Source: an optimization exercise on an open RTL-to-GDS flow (aim: small area). Production flows keep margins and buffers that such runs may drop. At most, simulation tests tie the RTL to the original design; equivalence was not proved. Power figures rest on the tool's default switching activity, not on a simulated workload.

==> inputs of v18 <==
## rename_unit
module rename_unit #(
	parameter int NUM_ARCH_REGS    = 32,
	parameter int NUM_PHYS_REGS    = 64,
	parameter int INSTR_QUEUE_SIZE = 16
) (
	input  logic                             clk,
	input  logic                             rst_n,
	input  logic                             dec_valid,
	output logic                             dec_ready,
	input  rename_pkg::alu_op_e                          dec_alu_op,
	input  rename_pkg::mem_action_e                      dec_mem_action,
	input  logic [rename_pkg::IMM_WIDTH-1:0]             dec_immediate,
	input  logic                             uses_rs,
	input  logic [$clog2(NUM_ARCH_REGS)-1:0] rs_addr,
	input  logic                             uses_rt,
	input  logic [$clog2(NUM_ARCH_REGS)-1:0] rt_addr,
	input  logic                             uses_rw,
	input  logic [$clog2(NUM_ARCH_REGS)-1:0] rw_addr,
	output logic                             iq_valid,
	input  logic                             iq_ready,
	output rename_pkg::alu_op_e                          iq_alu_op,
	output rename_pkg::mem_action_e                      iq_mem_action,
	output logic [rename_pkg::IMM_WIDTH-1:0]             iq_immediate,
	output logic [$clog2(NUM_PHYS_REGS)-1:0] iq_rs_phys,
	output logic [$clog2(NUM_PHYS_REGS)-1:0] iq_rt_phys,
	output logic [$clog2(NUM_PHYS_REGS)-1:0] iq_rd_phys,
	output logic [$clog2(NUM_PHYS_REGS)-1:0] iq_old_rd_phys,
	output logic                             iq_has_rd
);
==> module instr_queue, before the edit <==
module instr_queue #(
	parameter int NUM_PHYS_REGS    = 64,
	parameter int INSTR_QUEUE_SIZE = 16
) (
	input  logic                             clk,
	input  logic                             rst_n,
	input  logic                             push,
	input  rename_pkg::alu_op_e                          ent_alu_op,
	input  rename_pkg::mem_action_e                      ent_mem_action,
	input  logic [rename_pkg::IMM_WIDTH-1:0]             ent_immediate,
	input  logic [$clog2(NUM_PHYS_REGS)-1:0] ent_rs_phys,
	input  logic [$clog2(NUM_PHYS_REGS)-1:0] ent_rt_phys,
	input  logic [$clog2(NUM_PHYS_REGS)-1:0] ent_old_rd_phys,
	input  logic [$clog2(NUM_PHYS_REGS)-1:0] head_rd_tag,
	output logic                             full,
	output logic                             iq_valid,
	input  logic                             iq_ready,
	output rename_pkg::alu_op_e                          iq_alu_op,
	output rename_pkg::mem_action_e                      iq_mem_action,
	output logic [rename_pkg::IMM_WIDTH-1:0]             iq_immediate,
	output logic [$clog2(NUM_PHYS_REGS)-1:0] iq_rs_phys,
	output logic [$clog2(NUM_PHYS_REGS)-1:0] iq_rt_phys,
	output logic [$clog2(NUM_PHYS_REGS)-1:0] iq_rd_phys,
	output logic [$clog2(NUM_PHYS_REGS)-1:0] iq_old_rd_phys,
	output logic                             iq_has_rd,
	output logic                             release_en,
	output logic [$clog2(NUM_PHYS_REGS)-1:0] release_tag
);
	localparam int TAG_W = $clog2(NUM_PHYS_REGS);
	localparam int PTR_W = $clog2(INSTR_QUEUE_SIZE);
	rename_pkg::alu_op_e              q_alu_op      [INSTR_QUEUE_SIZE];
	rename_pkg::mem_action_e          q_mem_action  [INSTR_QUEUE_SIZE];
	logic [rename_pkg::IMM_WIDTH-1:0] q_immediate   [INSTR_QUEUE_SIZE];
	logic [TAG_W-1:0]     q_rs_phys     [INSTR_QUEUE_SIZE];
	logic [TAG_W-1:0]     q_rt_phys     [INSTR_QUEUE_SIZE];
	logic [TAG_W-1:0]     q_old_rd_phys [INSTR_QUEUE_SIZE];
	localparam int CNT_W = $clog2(INSTR_QUEUE_SIZE + 1);
	logic [INSTR_QUEUE_SIZE-1:0] head_sel;   
	logic [PTR_W-1:0]            tail;
	logic [CNT_W-1:0]            count;
	logic                        do_push;
	logic                        do_pop;
	assign full     = (count == CNT_W'(INSTR_QUEUE_SIZE));
	assign iq_valid = (count != '0);
	assign do_push  = push && !full;
	assign do_pop   = iq_valid && iq_ready;
	always_comb begin
		iq_alu_op      = rename_pkg::alu_op_e'('0);
		iq_mem_action  = rename_pkg::mem_action_e'('0);
		iq_immediate   = '0;
		iq_rs_phys     = '0;
		iq_rt_phys     = '0;
		iq_old_rd_phys = '0;
		for (int i = 0; i < INSTR_QUEUE_SIZE; i++) begin
			iq_alu_op      = rename_pkg::alu_op_e'(iq_alu_op | ({4{head_sel[i]}} & q_alu_op[i]));
			iq_mem_action  = rename_pkg::mem_action_e'(iq_mem_action | ({2{head_sel[i]}} & q_mem_action[i]));
			iq_immediate   |= {rename_pkg::IMM_WIDTH{head_sel[i]}} & q_immediate[i];
			iq_rs_phys     |= {TAG_W{head_sel[i]}} & q_rs_phys[i];
			iq_rt_phys     |= {TAG_W{head_sel[i]}} & q_rt_phys[i];
			iq_old_rd_phys |= {TAG_W{head_sel[i]}} & q_old_rd_phys[i];
		end
	end
	assign iq_has_rd  = |iq_old_rd_phys;
	assign iq_rd_phys = iq_has_rd ? head_rd_tag : '0;
	assign release_en  = do_pop && iq_has_rd;
	assign release_tag = iq_old_rd_phys;
	always_ff @(posedge clk) begin
		if (do_push) begin
			q_alu_op[tail]      <= ent_alu_op;
			q_mem_action[tail]  <= ent_mem_action;
			q_immediate[tail]   <= ent_immediate;
			q_rs_phys[tail]     <= ent_rs_phys;
			q_rt_phys[tail]     <= ent_rt_phys;
			q_old_rd_phys[tail] <= ent_old_rd_phys;
		end
	end
	always_ff @(posedge clk or negedge rst_n) begin
		if (!rst_n) begin
			head_sel <= INSTR_QUEUE_SIZE'(1);
			tail     <= '0;
			count    <= '0;
		end else begin
			if (do_push)
				tail <= tail + 1'b1;
			if (do_pop)
				head_sel <= {head_sel[INSTR_QUEUE_SIZE-2:0], head_sel[INSTR_QUEUE_SIZE-1]};
			if (do_push && !do_pop) count <= count + 1'b1;
			if (do_pop && !do_push) count <= count - 1'b1;
		end
	end
endmodule
clock: 4.5 ns
lec_check: 0
cap_margin: 20
core_margin: 2
core_utilization: 55
cts_cluster_diameter: 100
cts_cluster_size: 24
slew_margin: 20
run.sh (not shown) runs the stock make flow with config.mk's settings and CLKGATE_MAP_FILE= SYNTH_SCRIPT=/design/flow/synth_recipe.tcl, a recipe that flattens the netlist after the stock synthesis.
==> v28: changes against v18 <==
--- a/flow/design.v
+++ b/flow/design.v
@@ -156,23 +156,24 @@
 	rename_pkg::alu_op_e              q_alu_op      [INSTR_QUEUE_SIZE];
 	rename_pkg::mem_action_e          q_mem_action  [INSTR_QUEUE_SIZE];
 	logic [rename_pkg::IMM_WIDTH-1:0] q_immediate   [INSTR_QUEUE_SIZE];
 	logic [TAG_W-1:0]     q_rs_phys     [INSTR_QUEUE_SIZE];
 	logic [TAG_W-1:0]     q_rt_phys     [INSTR_QUEUE_SIZE];
 	logic [TAG_W-1:0]     q_old_rd_phys [INSTR_QUEUE_SIZE];
-	localparam int CNT_W = $clog2(INSTR_QUEUE_SIZE + 1);
-	logic [INSTR_QUEUE_SIZE-1:0] head_sel;   
-	logic [PTR_W-1:0]            tail;
-	logic [CNT_W-1:0]            count;
-	logic                        do_push;
-	logic                        do_pop;
-	assign full     = (count == CNT_W'(INSTR_QUEUE_SIZE));
-	assign iq_valid = (count != '0);
+	logic [PTR_W-1:0] head;
+	logic [PTR_W-1:0] tail;
+	logic             empty;
+	logic             do_push;
+	logic             do_pop;
+	assign iq_valid = !empty;
 	assign do_push  = push && !full;
 	assign do_pop   = iq_valid && iq_ready;
+	logic [INSTR_QUEUE_SIZE-1:0] head_sel;
 	always_comb begin
+		head_sel       = '0;
+		head_sel[head] = 1'b1;
 		iq_alu_op      = rename_pkg::alu_op_e'('0);
 		iq_mem_action  = rename_pkg::mem_action_e'('0);
 		iq_immediate   = '0;
 		iq_rs_phys     = '0;
 		iq_rt_phys     = '0;
 		iq_old_rd_phys = '0;
@@ -198,22 +199,28 @@
 			q_rt_phys[tail]     <= ent_rt_phys;
 			q_old_rd_phys[tail] <= ent_old_rd_phys;
 		end
 	end
 	always_ff @(posedge clk or negedge rst_n) begin
 		if (!rst_n) begin
-			head_sel <= INSTR_QUEUE_SIZE'(1);
-			tail     <= '0;
-			count    <= '0;
+			head  <= '0;
+			tail  <= '0;
+			empty <= 1'b1;
+			full  <= 1'b0;
 		end else begin
 			if (do_push)
 				tail <= tail + 1'b1;
 			if (do_pop)
-				head_sel <= {head_sel[INSTR_QUEUE_SIZE-2:0], head_sel[INSTR_QUEUE_SIZE-1]};
-			if (do_push && !do_pop) count <= count + 1'b1;
-			if (do_pop && !do_push) count <= count - 1'b1;
+				head <= head + 1'b1;
+			if (do_push && !do_pop) begin
+				empty <= 1'b0;
+				full  <= (tail + 1'b1 == head);
+			end else if (do_pop && !do_push) begin
+				full  <= 1'b0;
+				empty <= (head + 1'b1 == tail);
+			end
 		end
 	end
 endmodule
 `timescale 1ns/1ps
 module rename_stage #(
 	parameter int NUM_ARCH_REGS = 32,
- CTS_CLUSTER_DIAMETER: 100 -> unset
- CTS_CLUSTER_SIZE: 24 -> unset
==> v37: changes against v18 <==
- CAP_MARGIN: 20 -> 0
- SLEW_MARGIN: 20 -> 0
==> v35: changes against v18 <==
--- a/flow/design.v
+++ b/flow/design.v
@@ -86,13 +86,12 @@
 	input  logic [$clog2(NUM_ARCH_REGS)-1:0] rt_addr,
 	input  logic [$clog2(NUM_ARCH_REGS)-1:0] rw_addr,
 	output logic [$clog2(NUM_PHYS_REGS)-1:0] rs_tag,
 	output logic [$clog2(NUM_PHYS_REGS)-1:0] rt_tag,
 	output logic [$clog2(NUM_PHYS_REGS)-1:0] old_tag,
 	input  logic                             map_we,
-	input  logic [$clog2(NUM_ARCH_REGS)-1:0] map_waddr,
 	input  logic [$clog2(NUM_PHYS_REGS)-1:0] map_wtag
 );
 	localparam int ARCH_W = $clog2(NUM_ARCH_REGS);
 	localparam int TAG_W  = $clog2(NUM_PHYS_REGS);
 	logic [TAG_W-1:0] map [NUM_ARCH_REGS];
 	logic [NUM_ARCH_REGS-1:0] rs_sel, rt_sel, rw_sel;
@@ -114,14 +113,16 @@
 	end
 	always_ff @(posedge clk or negedge rst_n) begin
 		if (!rst_n) begin
 			for (int i = 1; i < NUM_ARCH_REGS; i++) begin
 				map[i] <= TAG_W'(i);   
 			end
-		end else if (map_we && (map_waddr != ARCH_W'(0))) begin
-			map[map_waddr] <= map_wtag;
+		end else begin
+			for (int i = 1; i < NUM_ARCH_REGS; i++) begin
+				if (map_we && rw_sel[i]) map[i] <= map_wtag;   
+			end
 		end
 	end
 endmodule
 `timescale 1ns/1ps
 module instr_queue #(
 	parameter int NUM_PHYS_REGS    = 64,
@@ -229,13 +230,12 @@
 	input  logic                             uses_rw,
 	input  logic [$clog2(NUM_ARCH_REGS)-1:0] rw_addr,
 	input  logic [$clog2(NUM_PHYS_REGS)-1:0] rs_tag,
 	input  logic [$clog2(NUM_PHYS_REGS)-1:0] rt_tag,
 	input  logic [$clog2(NUM_PHYS_REGS)-1:0] old_tag,
 	output logic                             map_we,
-	output logic [$clog2(NUM_ARCH_REGS)-1:0] map_waddr,
 	output logic [$clog2(NUM_PHYS_REGS)-1:0] map_wtag,
 	output logic                             alloc,
 	input  logic [$clog2(NUM_PHYS_REGS)-1:0] alloc_tag,
 	input  logic                             full,
 	output logic                             push,
 	output rename_pkg::alu_op_e                          ent_alu_op,
@@ -249,13 +249,12 @@
 	logic accept;
 	assign needs_alloc = uses_rw && (rw_addr != '0);
 	assign dec_ready = !full;
 	assign accept    = dec_valid && dec_ready;
 	assign alloc     = accept && needs_alloc;
 	assign map_we    = alloc;
-	assign map_waddr = rw_addr;
 	assign map_wtag  = alloc_tag;
 	assign push            = accept;
 	assign ent_alu_op      = dec_alu_op;
 	assign ent_mem_action  = dec_mem_action;
 	assign ent_immediate   = dec_immediate;
 	assign ent_rs_phys     = uses_rs ? rs_tag : '0;      
@@ -293,32 +292,31 @@
 	output logic                             iq_has_rd
 );
 	localparam int ARCH_W = $clog2(NUM_ARCH_REGS);
 	localparam int TAG_W  = $clog2(NUM_PHYS_REGS);
 	logic [TAG_W-1:0]  rs_tag, rt_tag, old_tag;
 	logic              map_we;
-	logic [ARCH_W-1:0] map_waddr;
 	logic [TAG_W-1:0]  map_wtag;
 	logic              alloc, release_en;
 	logic [TAG_W-1:0]  alloc_tag, release_tag, head_rd_tag;
 	logic              full, push;
 	rename_pkg::alu_op_e           ent_alu_op;
 	rename_pkg::mem_action_e       ent_mem_action;
 	logic [rename_pkg::IMM_WIDTH-1:0] ent_immediate;
 	logic [TAG_W-1:0]  ent_rs_phys, ent_rt_phys, ent_old_rd_phys;
 	rename_stage #(.NUM_ARCH_REGS(NUM_ARCH_REGS), .NUM_PHYS_REGS(NUM_PHYS_REGS)) u_stage (
 		.dec_valid, .dec_ready, .dec_alu_op, .dec_mem_action, .dec_immediate,
 		.uses_rs, .uses_rt, .uses_rw, .rw_addr,
-		.rs_tag, .rt_tag, .old_tag, .map_we, .map_waddr, .map_wtag,
+		.rs_tag, .rt_tag, .old_tag, .map_we, .map_wtag,
 		.alloc, .alloc_tag,
 		.full, .push, .ent_alu_op, .ent_mem_action, .ent_immediate,
 		.ent_rs_phys, .ent_rt_phys, .ent_old_rd_phys
 	);
 	rename_map #(.NUM_ARCH_REGS(NUM_ARCH_REGS), .NUM_PHYS_REGS(NUM_PHYS_REGS)) u_map (
 		.clk, .rst_n, .rs_addr, .rt_addr, .rw_addr,
-		.rs_tag, .rt_tag, .old_tag, .map_we, .map_waddr, .map_wtag
+		.rs_tag, .rt_tag, .old_tag, .map_we, .map_wtag
 	);
 	free_list #(.NUM_ARCH_REGS(NUM_ARCH_REGS), .NUM_PHYS_REGS(NUM_PHYS_REGS),
 		.INSTR_QUEUE_SIZE(INSTR_QUEUE_SIZE)) u_free (
 		.clk, .rst_n, .alloc, .alloc_tag, .release_en, .release_tag,
 		.tail_tag(head_rd_tag)
 	);
==> flow/flow/run.sh (new file) <==
#!/bin/bash
# The standard layout, with two changes: clock tree synthesis inserts no dummy loads, and the
# port buffers are the smallest plain buffer. Each tool's output is logged by ORFS under
# orfs/logs; the make output goes to standard.log here.
set -uo pipefail
bash standard.sh \
  "CTS_ARGS=-sink_clustering_enable -repair_clock_nets -sink_clustering_size 28 -sink_clustering_max_diameter 100 -dont_use_dummy_load" \
  "BUFFER_PORTS_ARGS=-buffer_cell sky130_fd_sc_hd__buf_1" \
  "RECOVER_POWER=100" \
  "POST_GLOBAL_ROUTE_TCL=$(pwd)/flow/post_grt.tcl" \
  finish > standard.log 2>&1
status=$?
mkdir -p tool_logs
cp -r orfs/logs/. tool_logs/ 2>/dev/null || true
exit $status
==> flow/flow/post_grt.tcl (new file) <==
# After power recovery has downsized gates, repair any max-slew and max-capacitance
# violations it left, then legalize and reroute the nets it touched.
global_route -start_incremental
repair_design -slew_margin 20 -cap_margin 20 -verbose
detailed_placement
global_route -end_incremental
estimate_parasitics -global_routing
==> flow/standard.sh (new file) <==
#!/bin/bash
# synth_recipe.tcl (not shown) runs the flow's synth.tcl, then flattens the netlist and writes it again
# the make line also repeats each setting of config.mk as NAME=value (left out here)
make -C /OpenROAD-flow-scripts/flow DESIGN_CONFIG=/design/flow/config.mk WORK_HOME=/design/flow/orfs CLKGATE_MAP_FILE= SYNTH_SCRIPT=/design/flow/synth_recipe.tcl "${@:-finish}"
- CORE_UTILIZATION: 55 -> 62
- CTS_CLUSTER_SIZE: 24 -> 28
removed: flow/run.sh
==> impl_results.html <==
<table>
<tr><th>Metric</th><th>Value</th></tr>
<tr><th colspan="2">Run status</th></tr>
<tr><td>Outcome</td><td>finished clean</td></tr>
<tr><th colspan="2">Floorplanning</th></tr>
<tr><td>Initial Util</td><td>55.4%</td></tr>
<tr><th colspan="2">Detailed routing</th></tr>
<tr><td>Iteration-0 DRC count of the detailed router</td><td>between 5,000 and 6,000</td></tr>
<tr><th colspan="2">Timing</th></tr>
<tr><td>Final clock period utilization by the worst path</td><td>98.2%</td></tr>
<tr><th colspan="2">Cells and area</th></tr>
<tr><td>Fraction of standard cell area that is sequential</td><td>64.1%</td></tr>
<tr><td>Non-clk bufs</td><td>about 380</td></tr>
<tr><th colspan="2">Place</th></tr>
<tr><td>Placed cell areas</td><td>0.0577 mm²</td></tr>
</table>
-- figures above: v18

==> impl_results.html <==
<table>
<tr><th>Metric</th><th>Value</th></tr>
<tr><th colspan="2">Run status</th></tr>
<tr><td>Outcome</td><td>finished clean</td></tr>
<tr><th colspan="2">Timing</th></tr>
<tr><td>Final clock period utilization by the worst path</td><td>98.4%</td></tr>
<tr><th colspan="2">Cells and area</th></tr>
<tr><td>Fraction of standard cell area that is sequential</td><td>about 64%</td></tr>
<tr><td>Non-clk bufs</td><td>384</td></tr>
<tr><th colspan="2">Place</th></tr>
<tr><td>Placed cell areas</td><td>0.0577 mm²</td></tr>
<tr><th colspan="2">Detailed routing</th></tr>
<tr><td>Iteration-0 DRC count of the detailed router</td><td>5,369</td></tr>
<tr><th colspan="2">Floorplanning</th></tr>
<tr><td>Initial Util</td><td>55.4%</td></tr>
</table>
-- figures above: v37

==> impl_results.html <==
<table>
<tr><th>Metric</th><th>Value</th></tr>
<tr><th colspan="2">Run status</th></tr>
<tr><td>Outcome</td><td>finished clean</td></tr>
<tr><th colspan="2">Timing</th></tr>
<tr><td>Final clock period utilization by the worst path</td><td>93.4%</td></tr>
<tr><th colspan="2">Floorplanning</th></tr>
<tr><td>Initial Util</td><td>about 62%</td></tr>
<tr><th colspan="2">Synthesis</th></tr>
<tr><td>Yosys cell types</td><td>90</td></tr>
<tr><td>FF+latch count, synth</td><td>1,310</td></tr>
<tr><td>Area of the mapped netlist</td><td>0.0528 mm²</td></tr>
<tr><th colspan="2">Cells and area</th></tr>
<tr><td>Non-clk bufs</td><td>307</td></tr>
<tr><td>Fraction of standard cell area that is sequential</td><td>roughly two thirds</td></tr>
<tr><th colspan="2">Detailed routing</th></tr>
<tr><td>Iteration-0 DRC count of the detailed router</td><td>roughly 5,100</td></tr>
<tr><th colspan="2">Power and ir drop</th></tr>
<tr><td>Leakage Power</td><td>between 15 and 20 nW</td></tr>
</table>
-- figures above: v35

==> impl_results.html <==
<table>
<tr><th>Metric</th><th>Value</th></tr>
<tr><th colspan="2">Detailed routing</th></tr>
<tr><td>Iteration-0 DRC count of the detailed router</td><td>6,967</td></tr>
<tr><th colspan="2">Floorplanning</th></tr>
<tr><td>Initial Util</td><td>55.4%</td></tr>
<tr><th colspan="2">Run status</th></tr>
<tr><td>Fail Reasons</td><td>negative setup slack</td></tr>
<tr><td>Outcome</td><td>failed layout checks</td></tr>
<tr><th colspan="2">Place</th></tr>
<tr><td>Placed cell areas</td><td>0.0568 mm²</td></tr>
<tr><th colspan="2">Timing</th></tr>
<tr><td>Least setup slack across all paths after layout</td><td>-0.264 ns</td></tr>
<tr><td>Final setup fails</td><td>48</td></tr>
</table>
-- figures above: v28

For v28, only the layout was checked, not whether the RTL still works.

==> afterwards: timing with drivers on the ports <==
In the flow no input, the clock included, has a driving cell. The finished layouts below were timed again as built, in two steps.
Step 1 sets driving cells, clkbuf_16 on the clock port and buf_2 on the other inputs (assumed; they add their load-dependent delay and slew).
Step 2 also shifts input and output timing later by t, the mid clock arrival at the registers, as if the neighbouring blocks saw the same clock.
a / b / c = ideal ports / drivers / drivers and shift; a / b = the first two.
| run | shift t [ns] | setup WS [ns] | clock arrival spread, ns | worst data-port slew with drivers (ns) | cell pins on the clock port's net |
|---|---|---|---|---|---|
| v18 | 0.746 | 0.080 / 0.006 / -0.070 | 0.042 / 0.042 | 0.16 | 1 |
| v28 | 0.834 | -0.264 / -0.342 / -0.455 | 0.051 / 0.051 | 0.06 | 1 |
| v37 | 0.746 | 0.074 / 0.000 / -0.050 | 0.043 / 0.043 | 0.16 | 1 |
| v35 | 0.731 | 0.298 / 0.227 / -0.226 | 0.068 / 0.068 | 0.08 | 1 |
With both steps, setup timing fails in v18, v37 and v35, where it was met with ideal ports. For v35, which loses most, drivers alone change the setup slack by -0.071 ns; drivers and shift together by -0.524 ns.
